Source: an optimization exercise on an open RTL-to-GDS flow (aim: small area, a short achievable clock period and few clock cycles per item). Production flows keep margins and buffers that such runs may drop.
Function was checked by simulation only, so behaviour that the tests miss may differ from the original.
Power figures rest on the tool's default switching activity, not on a simulated workload.

**flow/run.sh**
```bash
#!/bin/bash
# synth_recipe.tcl (not shown) runs the flow's synth.tcl, then flattens the netlist and writes it again
# the make line also repeats each setting of config.mk as NAME=value (left out here)
make -C /OpenROAD-flow-scripts/flow DESIGN_CONFIG=/design/flow/config.mk WORK_HOME=/design/flow/orfs CLKGATE_MAP_FILE= SYNTH_SCRIPT=/design/flow/synth_recipe.tcl finish
```
**flow/config.mk**
```make
export PLATFORM = sky130hd
export DESIGN_NAME = greedy_graph_coloring_core
export DESIGN_NICKNAME = greedy_graph_coloring_core
export VERILOG_FILES = /design/flow/design.v
export SDC_FILE = /design/flow/constraint.sdc
export NUM_CORES = 4
export LEC_CHECK = 0
export CAP_MARGIN = 20
export CORE_MARGIN = 2
export CORE_UTILIZATION = 35
export SETUP_SLACK_MARGIN = 2.6
export SLEW_MARGIN = 20
export TNS_END_PERCENT = 0
```
**flow/constraint.sdc**
```tcl
create_clock -name core_clock -period 5.0 [get_ports {clk}]
set_input_delay 1.0000 -clock core_clock [delete_from_list [all_inputs] [get_ports {clk}]]
set_output_delay 1.0000 -clock core_clock [all_outputs]
set_load 0.01 [all_outputs]
```
**flow/design.v**
```verilog
module ggc_lane #(
	parameter int TAB_N   = 61,
	parameter int COLOR_W = 6
) (
	input  logic [TAB_N-1:0]         sel,
	input  logic [TAB_N*COLOR_W-1:0] colors,
	output logic [TAB_N-1:0]         used
);
	logic [7:0] hs [TAB_N];
	logic [7:0] lo [TAB_N];
	always_comb begin
		for (int q = 0; q < TAB_N; q++) begin
			for (int d = 0; d < 8; d++) begin
				hs[q][d] = sel[q] && (colors[q*COLOR_W+3 +: 3] == 3'(d));
				lo[q][d] = (colors[q*COLOR_W +: 3] == 3'(d));
			end
		end
		for (int c = 0; c < TAB_N; c++) begin
			used[c] = 1'b0;
			for (int q = 0; q < TAB_N; q++) begin
				if (q >= c) begin
					used[c] = used[c] | (hs[q][c/8] & lo[q][c%8]);
				end
			end
		end
	end
endmodule
module ggc_merge (
	input  logic [62:0] used,
	output logic [5:0]  color
);
	logic [63:0] free;
	logic [7:0]  any;        
	logic [2:0]  first [8];
	logic [7:0]  below;      
	logic [7:0]  sel;        
	always_comb begin
		free = {1'b1, ~used};
		for (int g = 0; g < 8; g++) begin
			any[g] = |free[g*8 +: 8];
			first[g] = 3'd0;
			for (int i = 7; i >= 0; i--) begin
				if (free[g*8+i]) begin
					first[g] = 3'(i);
				end
			end
		end
		below[0] = 1'b0;
		for (int g = 1; g < 8; g++) begin
			below[g] = below[g-1] | any[g-1];
		end
		sel = any & ~below;
		color = 6'd0;
		for (int g = 0; g < 8; g++) begin
			if (sel[g]) begin
				color = color | {3'(g), first[g]};
			end
		end
	end
endmodule
module greedy_graph_coloring_core (
	input  logic        clk,
	input  logic        arst_n,
	input  logic        items_valid,
	output logic        items_ready,
	input  logic [63:0] items_neighbours,
	input  logic        items_restart,
	output logic        results_valid,
	input  logic        results_ready,
	output logic [5:0]  results_node_number,
	output logic [5:0]  results_color,
	output logic        results_last,
	input  logic        cfg_valid,
	output logic        cfg_ready,
	input  logic [6:0]  cfg_node_count
);
	localparam int TAB_N = 61;   
	localparam int QCAP  = 4;    
	localparam int BUF_N = QCAP - 1;
	logic        ready_q;
	logic        take;
	logic [6:0]  count_q;
	logic [5:0]  em1_q;      
	logic [5:0]  ncl_q;      
	logic [2:0]  owed_q;
	logic        pop;
	logic [6:0]  eff_count;
	logic [2:0]  owed_next;
	assign cfg_ready   = 1'b1;
	assign items_ready = ready_q;
	assign take        = items_valid && ready_q;
	always_comb begin
		if (count_q == 7'd0) begin
			eff_count = 7'd1;
		end else if (count_q > 7'd64) begin
			eff_count = 7'd64;
		end else begin
			eff_count = count_q;
		end
	end
	logic        v0_q;
	logic [62:0] row0_q;
	logic        rst0_q;
	logic [62:0] below_q;    
	logic        fresh_q;    
	logic        cfg_d_q;    
	logic        clamp_q;    
	logic [5:0]  n0;
	logic        last0;
	logic        clamp;
	logic [5:0]  ncl_next;
	logic [62:0] below_next;
	assign n0    = rst0_q ? 6'd0 : ncl_q;
	assign last0 = (n0 == em1_q);
	assign clamp = clamp_q;
	always_comb begin
		if (v0_q) begin
			ncl_next = last0 ? 6'd0 : n0 + 6'd1;
		end else if (clamp) begin
			ncl_next = 6'd0;
		end else begin
			ncl_next = ncl_q;
		end
		if (fresh_q) begin
			below_next = '0;
		end else if (v0_q) begin
			if (last0) begin
				below_next = '0;
			end else begin
				below_next = {below_q[61:0], 1'b1};
			end
		end else if (clamp) begin
			below_next = '0;
		end else begin
			below_next = below_q;
		end
	end
	logic        v1_q;
	logic [61:0] m1_q;
	logic        adj1_q;
	logic [5:0]  n1_q;
	logic        last1_q;
	logic [5:0]  hist1_q;    
	logic [5:0]  hist2_q;    
	logic        wr_v_q;     
	logic [5:0]  wr_n_q;     
	logic [5:0]  wr_c_q;     
	logic [5:0]  color;
	assign owed_next = owed_q + 3'(take) - 3'(pop);
	always_ff @(posedge clk or negedge arst_n) begin
		if (!arst_n) begin
			ready_q <= 1'b0;
			fresh_q <= 1'b1;
			cfg_d_q <= 1'b0;
			clamp_q <= 1'b0;
			count_q <= 7'd64;
			em1_q   <= 6'd63;
			ncl_q   <= 6'd0;
			owed_q  <= 3'd0;
			v0_q    <= 1'b0;
			v1_q    <= 1'b0;
			wr_v_q  <= 1'b0;
		end else begin
			ready_q <= (owed_next < 3'(QCAP)) && !cfg_valid && !cfg_d_q;
			fresh_q <= 1'b0;
			cfg_d_q <= cfg_valid;
			clamp_q <= ({1'b0, ncl_q} >= eff_count);
			if (cfg_valid) begin
				count_q <= cfg_node_count;
			end
			em1_q <= 6'(eff_count - 7'd1);
			ncl_q  <= ncl_next;
			owed_q <= owed_next;
			v0_q   <= take;
			v1_q   <= v0_q;
			wr_v_q <= v1_q;
		end
	end
	logic [TAB_N*6-1:0] tab;
	function automatic int color_bits(input int q);
		color_bits = (q < 2) ? 1 : (q < 4) ? 2 : (q < 8) ? 3 : (q < 16) ? 4 :
			(q < 32) ? 5 : 6;
	endfunction
	assign tab[5:0] = 6'd0;
	for (genvar q = 1; q < TAB_N; q++) begin : g_tab
		localparam int W = color_bits(q);
		logic [W-1:0] t_q;
		always_ff @(posedge clk) begin
			if (wr_v_q && wr_n_q == 6'(q)) begin
				t_q <= wr_c_q[W-1:0];
			end
		end
		assign tab[q*6 +: 6] = 6'(t_q);
	end
	logic [TAB_N-1:0] sel;
	logic [TAB_N-1:0] used_tab;
	logic             adj1;
	logic             adj2;
	logic [5:0]       c2;
	logic [TAB_N-1:0] used_a;
	always_comb begin
		for (int q = 0; q < TAB_N; q++) begin
			sel[q] = row0_q[q] && below_q[q+2];
		end
		adj1 = 1'b0;
		adj2 = 1'b0;
		for (int q = 0; q < 62; q++) begin
			adj1 = adj1 | (row0_q[q] && below_q[q] && !below_q[q+1]);
		end
		adj1 = adj1 | (row0_q[62] && below_q[62]);
		for (int q = 0; q < 61; q++) begin
			adj2 = adj2 | (row0_q[q] && below_q[q+1] && !below_q[q+2]);
		end
		adj2 = adj2 | (row0_q[61] && below_q[62]);
		c2 = v1_q ? hist1_q : hist2_q;
		for (int c = 0; c < TAB_N; c++) begin
			used_a[c] = used_tab[c] | (adj2 && c2 == 6'(c));
		end
	end
	ggc_lane #(
		.TAB_N   (TAB_N),
		.COLOR_W (6)
	) u_lane (
		.sel    (sel),
		.colors (tab),
		.used   (used_tab)
	);
	logic [62:0] used1;
	always_comb begin
		used1[62] = 1'b0;
		used1[61:0] = m1_q;
		for (int c = 0; c < 63; c++) begin
			used1[c] = used1[c] | (adj1_q && hist1_q == 6'(c));
		end
	end
	ggc_merge u_merge (
		.used  (used1),
		.color (color)
	);
	always_ff @(posedge clk) begin
		row0_q  <= items_neighbours[62:0];
		rst0_q  <= items_restart;
		below_q <= (take && items_restart) ? '0 : below_next;
		wr_c_q  <= color;
		wr_n_q  <= n1_q;
		m1_q    <= {1'b0, used_a} | {adj2 && c2 == 6'd61, 61'd0};
		adj1_q  <= adj1;
		n1_q    <= n0;
		last1_q <= last0;
		if (v1_q) begin
			hist1_q <= color;
			hist2_q <= hist1_q;
		end
	end
	logic        out_valid_q;
	logic [5:0]  out_node_q;
	logic [5:0]  out_color_q;
	logic        out_last_q;
	logic [12:0] buf_q [BUF_N];
	logic [1:0]  rd_q;
	logic [1:0]  wr_q;
	logic [2:0]  bcnt_q;
	logic        head_free;
	logic        to_head;
	logic        to_buf;
	logic        from_buf;
	logic [12:0] res;
	assign pop       = out_valid_q && results_ready;
	assign head_free = !out_valid_q || results_ready;
	assign res       = {n1_q, color, last1_q};
	assign from_buf  = head_free && (bcnt_q != 3'd0);
	assign to_head   = head_free && (bcnt_q == 3'd0) && v1_q;
	assign to_buf    = v1_q && !to_head;
	always_ff @(posedge clk or negedge arst_n) begin
		if (!arst_n) begin
			out_valid_q <= 1'b0;
			rd_q        <= 2'd0;
			wr_q        <= 2'd0;
			bcnt_q      <= 3'd0;
		end else begin
			if (head_free) begin
				out_valid_q <= from_buf || v1_q;
			end
			if (from_buf) begin
				rd_q <= (rd_q == 2'(BUF_N - 1)) ? 2'd0 : rd_q + 2'd1;
			end
			if (to_buf) begin
				wr_q <= (wr_q == 2'(BUF_N - 1)) ? 2'd0 : wr_q + 2'd1;
			end
			bcnt_q <= bcnt_q + 3'(to_buf) - 3'(from_buf);
		end
	end
	always_ff @(posedge clk) begin
		if (from_buf) begin
			{out_node_q, out_color_q, out_last_q} <= buf_q[rd_q];
		end else if (to_head) begin
			{out_node_q, out_color_q, out_last_q} <= res;
		end
		if (to_buf) begin
			buf_q[wr_q] <= res;
		end
	end
	assign results_valid       = out_valid_q;
	assign results_node_number = out_node_q;
	assign results_color       = out_color_q;
	assign results_last        = out_last_q;
endmodule
```
==> results of run 1 <==
==> logic make-up after synthesis <==
| group | Yosys count |
|---|---|
| compound gates | 1277 |
| xor+xnor | 12 |
| fa+ha+maj | 14 |
| buf+inv | 301 |
| flops | 613 |
| mux | 40 |
| other cells | 2 |
| simple gates | 1975 |
==> power groups by stage <==
stage	Sequential, µW	Clock [µW]	Combinational [µW]
after CTS	5810	5460	1310
after global placement	5930	0	1190
after floorplan	5790	0	757
after detailed placement	5940	0	1210
==> routing by layer <==
layer  GRT usage  GRT overflow
met5       0.158             0
met4       0.562             1
met3       0.466             0
met2       0.790             0
met1       0.704             0
==> cells in the mapped netlist (all sizes together), types with 23 or more instances <==
cell type,instances
a21oi,79
o21ai,94
dfxtp,215
nand3,151
nor3b,44
nand2,352
mux2i,23
and3,29
edfxtp,361
a211oi,33
and3b,38
o22ai,603
a32oi,27
or3,74
nand4b,40
nand2b,45
dfrtp,29
nand4,62
nor3,117
o211ai,50
nor2,460
o22a,26
a22oi,99
inv,72
nor2b,74
buf,26
clkbuf,203
nor4,141
or4,50
o221ai,56
or3b,55
o32ai,34
nand3b,176
==> worst max-delay path by stage <==
| stage | endpoint | from | slack, ns | depth (start not counted) |
|---|---|---|---|---|
| after CTS | out_color_q[1]$_DFFE_PP_ | hist1_q[2]$_DFFE_PP_ | 2.14 | 9 |
| after detailed placement | m1_q[17]$_DFF_P_ | row0_q[56]$_DFF_P_ | 1.16 | 7 |
| after floorplan | buf_q[0][0]$_DFFE_PP_ | results_ready | 2.20 | 4 |
| after global placement | m1_q[17]$_DFF_P_ | row0_q[56]$_DFF_P_ | 1.17 | 7 |
==> per-stage QoR <==
stage | hold slack [ns] | cell area (µm²) | total power [µW]
detailed placement | 0.398 | 41100 | 7150
floorplan | 0.368 | 37600 | 6540
CTS | 0.405 | 45600 | 12600
global placement | 0.389 | 41100 | 7120
==> repair_timing <==
| item | 4_1_cts |
|---|---|
| setup buffers | 116 |
| setup endpoints to repair | 212 |
| pin swaps | 55 |
| resized for setup | 232 |
==> qor.yml, run 1 <==
synth_top_family_by_area: "simple AND/OR/NAND/NOR gates"
yosysTopAreaCellShare: 0.288
fp.dieW_um: 332
first_global_vias: 46006
synth_fp_nets: 4325
syn_area_um2: 37600
syn_inst: 4234
ys_types: 99
numCtsBuffers: 71
place_ws_ns: 1.16
lastStage: "global routing"
dpl.hpwl_um: 270000
io_pins: 93
grt_first_pass_wirelength_um: 469000
port_buffers: 90
yosys.area_share.xor_xnor: 0.00279
rows: 120
synthSimpleGateAreaFrac: 0.288
synth-edff-count: 361
cts-root-buf: "clkbuf_16"
h-tree-depth: 3
status: "aborted with a tool error"
syn_area_per_cell_um2: 8.88
muxShareOfSynthArea: 0.0112
gr-total-overflow: 1
error_line: "[ERROR GRT-0116] Global routing finished with congestion. Check the congestion regions in the DRC Viewer."
dp_cells: 5708
synth_flop_cell: "edfxtp_1"
hold_buffers: 0
grt_max_degree: 72
ys_top_cells_by_area: "edfxtp_1 29%, dfxtp_1 11%, o22ai_1 10%"
die_y_um: 332
synth-warning-count: 6
synth_seq_cells: 613
synthArstFlopShare: 0.0604
track_usage: 0.642
cts_buffer_depth: 3
synth_compound_area_frac: 0.234
synthAdderAreaFrac: 0.00506
yosysTopAreaCell: "edfxtp_1"
cts_sinks: 613
gp_congestion: 1.31
ys_seq_area_frac: 0.427
initial_core_util: 0.352
Testbench counts, summed over its fixed seeds: cycles 8,216, items 8,192.
==> run 2: changes to the inputs <==
--- a/flow/design.v
+++ b/flow/design.v
@@ -77,3 +77,3 @@
 	localparam int TAB_N = 61;   
-	localparam int QCAP  = 4;    
+	localparam int QCAP  = 3;    
 	localparam int BUF_N = QCAP - 1;
@@ -84,6 +84,14 @@
 	logic [5:0]  ncl_q;      
-	logic [2:0]  owed_q;
+	logic [62:0] below_q;    
+	logic        fresh_q;    
+	logic        cfg_d_q;    
+	logic        clamp_q;    
+	logic [1:0]  owed_q;
 	logic        pop;
 	logic [6:0]  eff_count;
-	logic [2:0]  owed_next;
+	logic [1:0]  owed_next;
+	logic [5:0]  n0;
+	logic        last0;
+	logic [5:0]  ncl_next;
+	logic [62:0] below_next;
 	assign cfg_ready   = 1'b1;
@@ -100,21 +108,8 @@
 	end
-	logic        v0_q;
-	logic [62:0] row0_q;
-	logic        rst0_q;
-	logic [62:0] below_q;    
-	logic        fresh_q;    
-	logic        cfg_d_q;    
-	logic        clamp_q;    
-	logic [5:0]  n0;
-	logic        last0;
-	logic        clamp;
-	logic [5:0]  ncl_next;
-	logic [62:0] below_next;
-	assign n0    = rst0_q ? 6'd0 : ncl_q;
+	assign n0    = items_restart ? 6'd0 : ncl_q;
 	assign last0 = (n0 == em1_q);
-	assign clamp = clamp_q;
 	always_comb begin
-		if (v0_q) begin
+		if (take) begin
 			ncl_next = last0 ? 6'd0 : n0 + 6'd1;
-		end else if (clamp) begin
+		end else if (clamp_q) begin
 			ncl_next = 6'd0;
@@ -125,5 +120,7 @@
 			below_next = '0;
-		end else if (v0_q) begin
+		end else if (take) begin
 			if (last0) begin
 				below_next = '0;
+			end else if (items_restart) begin
+				below_next = 63'd1;
 			end else begin
@@ -131,3 +128,3 @@
 			end
-		end else if (clamp) begin
+		end else if (clamp_q) begin
 			below_next = '0;
@@ -148,3 +145,3 @@
 	logic [5:0]  color;
-	assign owed_next = owed_q + 3'(take) - 3'(pop);
+	assign owed_next = owed_q + 2'(take) - 2'(pop);
 	always_ff @(posedge clk or negedge arst_n) begin
@@ -158,4 +155,3 @@
 			ncl_q   <= 6'd0;
-			owed_q  <= 3'd0;
-			v0_q    <= 1'b0;
+			owed_q  <= 2'd0;
 			v1_q    <= 1'b0;
@@ -163,3 +159,3 @@
 		end else begin
-			ready_q <= (owed_next < 3'(QCAP)) && !cfg_valid && !cfg_d_q;
+			ready_q <= (owed_next < 2'(QCAP)) && !cfg_valid && !cfg_d_q;
 			fresh_q <= 1'b0;
@@ -170,7 +166,6 @@
 			end
-			em1_q <= 6'(eff_count - 7'd1);
+			em1_q  <= 6'(eff_count - 7'd1);
 			ncl_q  <= ncl_next;
 			owed_q <= owed_next;
-			v0_q   <= take;
-			v1_q   <= v0_q;
+			v1_q   <= take;
 			wr_v_q <= v1_q;
@@ -194,2 +189,3 @@
 	end
+	logic [62:0]      row;
 	logic [TAB_N-1:0] sel;
@@ -199,6 +195,7 @@
 	logic [5:0]       c2;
-	logic [TAB_N-1:0] used_a;
+	logic [61:0]      used_a;
+	assign row = items_neighbours[62:0];
 	always_comb begin
 		for (int q = 0; q < TAB_N; q++) begin
-			sel[q] = row0_q[q] && below_q[q+2];
+			sel[q] = row[q] && below_q[q+2];
 		end
@@ -207,10 +204,11 @@
 		for (int q = 0; q < 62; q++) begin
-			adj1 = adj1 | (row0_q[q] && below_q[q] && !below_q[q+1]);
+			adj1 = adj1 | (row[q] && below_q[q] && !below_q[q+1]);
 		end
-		adj1 = adj1 | (row0_q[62] && below_q[62]);
+		adj1 = adj1 | (row[62] && below_q[62]);
 		for (int q = 0; q < 61; q++) begin
-			adj2 = adj2 | (row0_q[q] && below_q[q+1] && !below_q[q+2]);
+			adj2 = adj2 | (row[q] && below_q[q+1] && !below_q[q+2]);
 		end
-		adj2 = adj2 | (row0_q[61] && below_q[62]);
+		adj2 = adj2 | (row[61] && below_q[62]);
 		c2 = v1_q ? hist1_q : hist2_q;
+		used_a[61] = adj2 && c2 == 6'd61;
 		for (int c = 0; c < TAB_N; c++) begin
@@ -240,11 +238,9 @@
 	always_ff @(posedge clk) begin
-		row0_q  <= items_neighbours[62:0];
-		rst0_q  <= items_restart;
-		below_q <= (take && items_restart) ? '0 : below_next;
-		wr_c_q  <= color;
-		wr_n_q  <= n1_q;
-		m1_q    <= {1'b0, used_a} | {adj2 && c2 == 6'd61, 61'd0};
-		adj1_q  <= adj1;
+		below_q <= below_next;
+		m1_q    <= items_restart ? '0 : used_a;
+		adj1_q  <= adj1 && !items_restart;
 		n1_q    <= n0;
 		last1_q <= last0;
+		wr_c_q  <= color;
+		wr_n_q  <= n1_q;
 		if (v1_q) begin
@@ -259,5 +255,5 @@
 	logic [12:0] buf_q [BUF_N];
-	logic [1:0]  rd_q;
-	logic [1:0]  wr_q;
-	logic [2:0]  bcnt_q;
+	logic        rd_q;
+	logic        wr_q;
+	logic [1:0]  bcnt_q;
 	logic        head_free;
@@ -270,4 +266,4 @@
 	assign res       = {n1_q, color, last1_q};
-	assign from_buf  = head_free && (bcnt_q != 3'd0);
-	assign to_head   = head_free && (bcnt_q == 3'd0) && v1_q;
+	assign from_buf  = head_free && (bcnt_q != 2'd0);
+	assign to_head   = head_free && (bcnt_q == 2'd0) && v1_q;
 	assign to_buf    = v1_q && !to_head;
@@ -276,5 +272,5 @@
 			out_valid_q <= 1'b0;
-			rd_q        <= 2'd0;
-			wr_q        <= 2'd0;
-			bcnt_q      <= 3'd0;
+			rd_q        <= 1'b0;
+			wr_q        <= 1'b0;
+			bcnt_q      <= 2'd0;
 		end else begin
@@ -284,8 +280,8 @@
 			if (from_buf) begin
-				rd_q <= (rd_q == 2'(BUF_N - 1)) ? 2'd0 : rd_q + 2'd1;
+				rd_q <= !rd_q;
 			end
 			if (to_buf) begin
-				wr_q <= (wr_q == 2'(BUF_N - 1)) ? 2'd0 : wr_q + 2'd1;
+				wr_q <= !wr_q;
 			end
-			bcnt_q <= bcnt_q + 3'(to_buf) - 3'(from_buf);
+			bcnt_q <= bcnt_q + 2'(to_buf) - 2'(from_buf);
 		end
--- a/flow/config.mk
+++ b/flow/config.mk
@@ -9,4 +9,4 @@
 export CORE_MARGIN = 2
-export CORE_UTILIZATION = 35
-export SETUP_SLACK_MARGIN = 2.6
+export CORE_UTILIZATION = 30
+export SETUP_SLACK_MARGIN = 2.4
 export SLEW_MARGIN = 20
==> run 2 against run 1 <==
Net effect:
- the run now finishes clean
- area after synthesis decreased by 2.1%
- synthesized cell count increased by 0.52%
==> qor.yml, run 2 <==
status: "complete, no violations"
track_usage: 0.603
synth_flop_cell: "edfxtp_1"
cts_sinks: 531  # -13%
area.growth.synth_to_final_pct: 33.1
yosysTopAreaCell: "edfxtp_1"
synth_most_common_cell: "nor2_1"
p_leak_uw: 0.0162
gr-total-overflow: 0
place_area_um2: 42800  # +4.2%
nets: 4898
final_cell_mix: "565 x buf_4, 460 x nor2_1, 382 x o22ai_1"
synthArstFlopShare: 0.0603  # -0.0000952
rows: 128  # +6.7%
cp.arrival_ns: 3.71
largest_reg_flops: 303
first_global_vias: 45125
fin_crit_ns: 3.14
start_kind: "register"
cts-root-buf: "clkbuf_16"
maxCapViolCount: 0
holdWs_ns: 0.397
powerDensity_nw_per_um2: 238
cts_buffer_depth: 3  # unchanged
hold_viol: 0
fin_tns_setup_ns: 0
ys_top_cells_by_count: "483 x nor2_1, 395 x o22ai_1, 356 x nand2_1"
maxSlewViolCount: 0
drt_iter0_drc: 11116
die_y_um: 354  # +6.8%
cts.reportedPaths.clkPinSlew_ns: 0.06
crit_chain: "buf_4 > nor3b_2 > a21oi_1 > o221ai_1 > nor4_1 > buf_4 > a31oi_1"
worstPathRequired_ns: 5.56
tightest_slew_ns: 1.37
setup_viol: 0
synth-edff-count: 348  # -3.6%
min_path_type: "input port to async pin"
max_freq_ghz: 0.318
maxSlewHeadroom: 0.0805
top_register: "g_tab.t_q"
yosysTopAreaCellShare: 0.284  # -0.00453
numCtsBuffers: 66  # -7.0%
drt_wl_total_um: 394000
synth_fp_nets: 4345  # +0.46%
syn_area_per_cell_um2: 8.66  # -2.6%
ys_types: 99  # unchanged
place_ws_ns: 0.683  # -0.474 ns
ys_seq_area_frac: 0.388  # -0.0398
vdd_drop_max_mv: 0.315
drive_gt1_frac: 0.257
io_pins: 93  # unchanged
drc: 0
end_kind: "register"
tritoncts: "yes"
ant_nets: 0
r2r_start: "g_tab[41].t_q[2]$_DFFE_PP_"
first_pass_iters: 11
synth_seq_cells: 531  # -13%
cpMaxStageDelayCell: "nor3b_2"
syn_area_um2: 36800  # -2.1%
wl_per_cell_um: 59.7
path_class: "register to register"
insertion_delay_ns: 0.74
crit_start: "g_tab[41].t_q[2]$_DFFE_PP_"
port_buffers: 90  # unchanged
skew_ns: 0.0481
grt_max_degree: 64
fp.dieW_um: 354  # +6.8%
grt_antenna_before_repair: 83
top_regs: "g_tab.t_q x303, below_q x63, m1_q x62"
vias: 52728
viasPerCell: 7.98
synth-warning-count: 6  # unchanged
fin_ws_ns: 1.86
layout_commonest_cell: "buf_4"
gp_congestion: 1.19  # -9.3%
fin_crit_sh: 0.628
initial_core_util: 0.302  # -0.0496
core-area_um2: 122000
cp_common_cell: "buf_4"
cpPeakStageDelay_ns: 1.09
syn_inst: 4256  # +0.52%
die-area_um2: 126000
grt_first_pass_wirelength_um: 488000
final_area_um2: 49000
ys_top_cells_by_area: "edfxtp_1 28%, dfxtp_1 8.2%, o22ai_1 6.7%"
dpl.hpwl_um: 309000  # +15%
rsz0062_at_grt: "yes"
path_max_fanout: 12
n_fill_cell: 12223
h-tree-depth: 3  # unchanged
## run 2: cell types whose count changed after synthesis, moves of 30 or more
cell / previous run / this run
a221oi_1: 21 / 73
a22oi_1: 98 / 138
a31oi_1: 18 / 58
dfxtp_1: 215 / 151
nand3b_1: 175 / 252
nor2b_1: 74 / 42
nor4_1: 140 / 96
o211ai_1: 50 / 20
o22ai_1: 603 / 395
or4_1: 49 / 14
## run 2: per-layer routing
metal,global-route usage,vias up,part of all wire
li1,-,18332,-
met1,0.664,26039,0.35
met4,0.576,39,0.13
met2,0.761,6177,0.36
met5,0.0758,-,0.0023
met3,0.388,2141,0.16
## run 2: power by group
| part | switching (µW) | internal [µW] | leakage [µW] |
|---|---|---|---|
| registers | 148 | 4830 | 0.00521 |
| clock network | 2320 | 3030 | 0.00114 |
| logic | 890 | 456 | 0.00984 |
## run 2: repair_timing
item,4_1_cts,5_1_grt
pin swaps,106,22
buffers inserted,152,32
setup endpoints to repair,145,230
cloned,1,0
resized for setup,421,55
hold buffers,0,0
## run 2: worst paths after layout
path | cells after the start | slack (ns) | end
max in group asynchronous | 1 | 3.95 | v1_q$_DFF_PN0_
setup reg to reg | 7 | 1.86 | m1_q[17]$_SDFF_PP0_
hold reg to reg | 1 | 0.40 | ready_q$_DFF_PN0_
setup / recovery | 7 | 1.86 | m1_q[17]$_SDFF_PP0_
hold / removal | 1 | 0.40 | rd_q$_DFFE_PN0P_
min in group core_clock | 1 | 0.40 | ready_q$_DFF_PN0_
## run 2: kinds of logic (layout without fill, tap and decap cells)
| family | Yosys count | count (layout) | synth area share |
|---|---|---|---|
| AO/OA/AOI/OAI | 1228 | 1228 | 0.238 |
| XOR/XNOR | 17 | 17 | 0.00404 |
| adder cells (fa/ha/maj) | 12 | 12 | 0.00408 |
| buffers and inverters | 313 | 920 | 0.0329 |
| flip-flops | 531 | 531 | 0.388 |
| multiplexers | 42 | 42 | 0.0122 |
| other | 2 | 121 | 0.000204 |
| AND/OR/NAND/NOR | 2111 | 2111 | 0.321 |
## run 2: through the flow
step | power (µW) | instances | utilization
after CTS | 11500 | 6455 | 0.395
final | 11700 | 6607 | 0.402
after detailed placement | 6260 | 6180 | 0.351
after global routing | 11900 | 6506 | 0.400
after floorplan | 5640 | 4256 | -
after global placement | 6240 | 6177 | 0.351
## run 2: area by class of cell
| type | count | area [µm²] | area share |
|---|---|---|---|
| Tap cell | 1625 | 2030 | 0.0415 |
| Multi-Input combinational cell | 3412 | 23300 | 0.476 |
| Timing Repair Buffer | 731 | 6390 | 0.130 |
| Antenna cell | 119 | 298 | 0.00607 |
| Clock inverter | 35 | 537 | 0.0110 |
| Inverter | 67 | 251 | 0.00513 |
| Sequential cell | 531 | 14300 | 0.292 |
| Clock buffer | 87 | 1840 | 0.0376 |
## run 2: critical path: cells and delay by family (launching register included)
family / cells / cell delay, ns
compound gates: 3 / 0.98
buf+inv: 2 / 0.43
flops: 1 / 0.35
simple gates: 2 / 1.21
Testbench counts of run 2, summed over its fixed seeds: cycles 8,208, items 8,192.

==> what the ideal ports hide <==
How much do the figures lean on ideal ports? The routed layout below was timed once more, with nothing changed but the port constraints. Step 1 assumes that a clkbuf_16 drives the clock port and a buf_2 every other input. Step 2 moves the port delays by t, midway between the first and last clock arrival at a register: inputs arrive t later, outputs are due t later. That takes back most of the time a late clock gives input paths. Three values: ideal, step 1, step 2; two values: the first two.
run: run 2
t, ns: 0.803
setup slack, ns: 1.859 / 1.859 / 1.126
worst hold slack (ns): 0.397 / 0.347 / 0.399
worst register clock-pin slew, ns: 0.08 / 0.08
After both steps setup and hold are still met in run 2. For run 2, drivers alone change the setup slack by 0.000 ns; drivers and shift together by -0.733 ns.
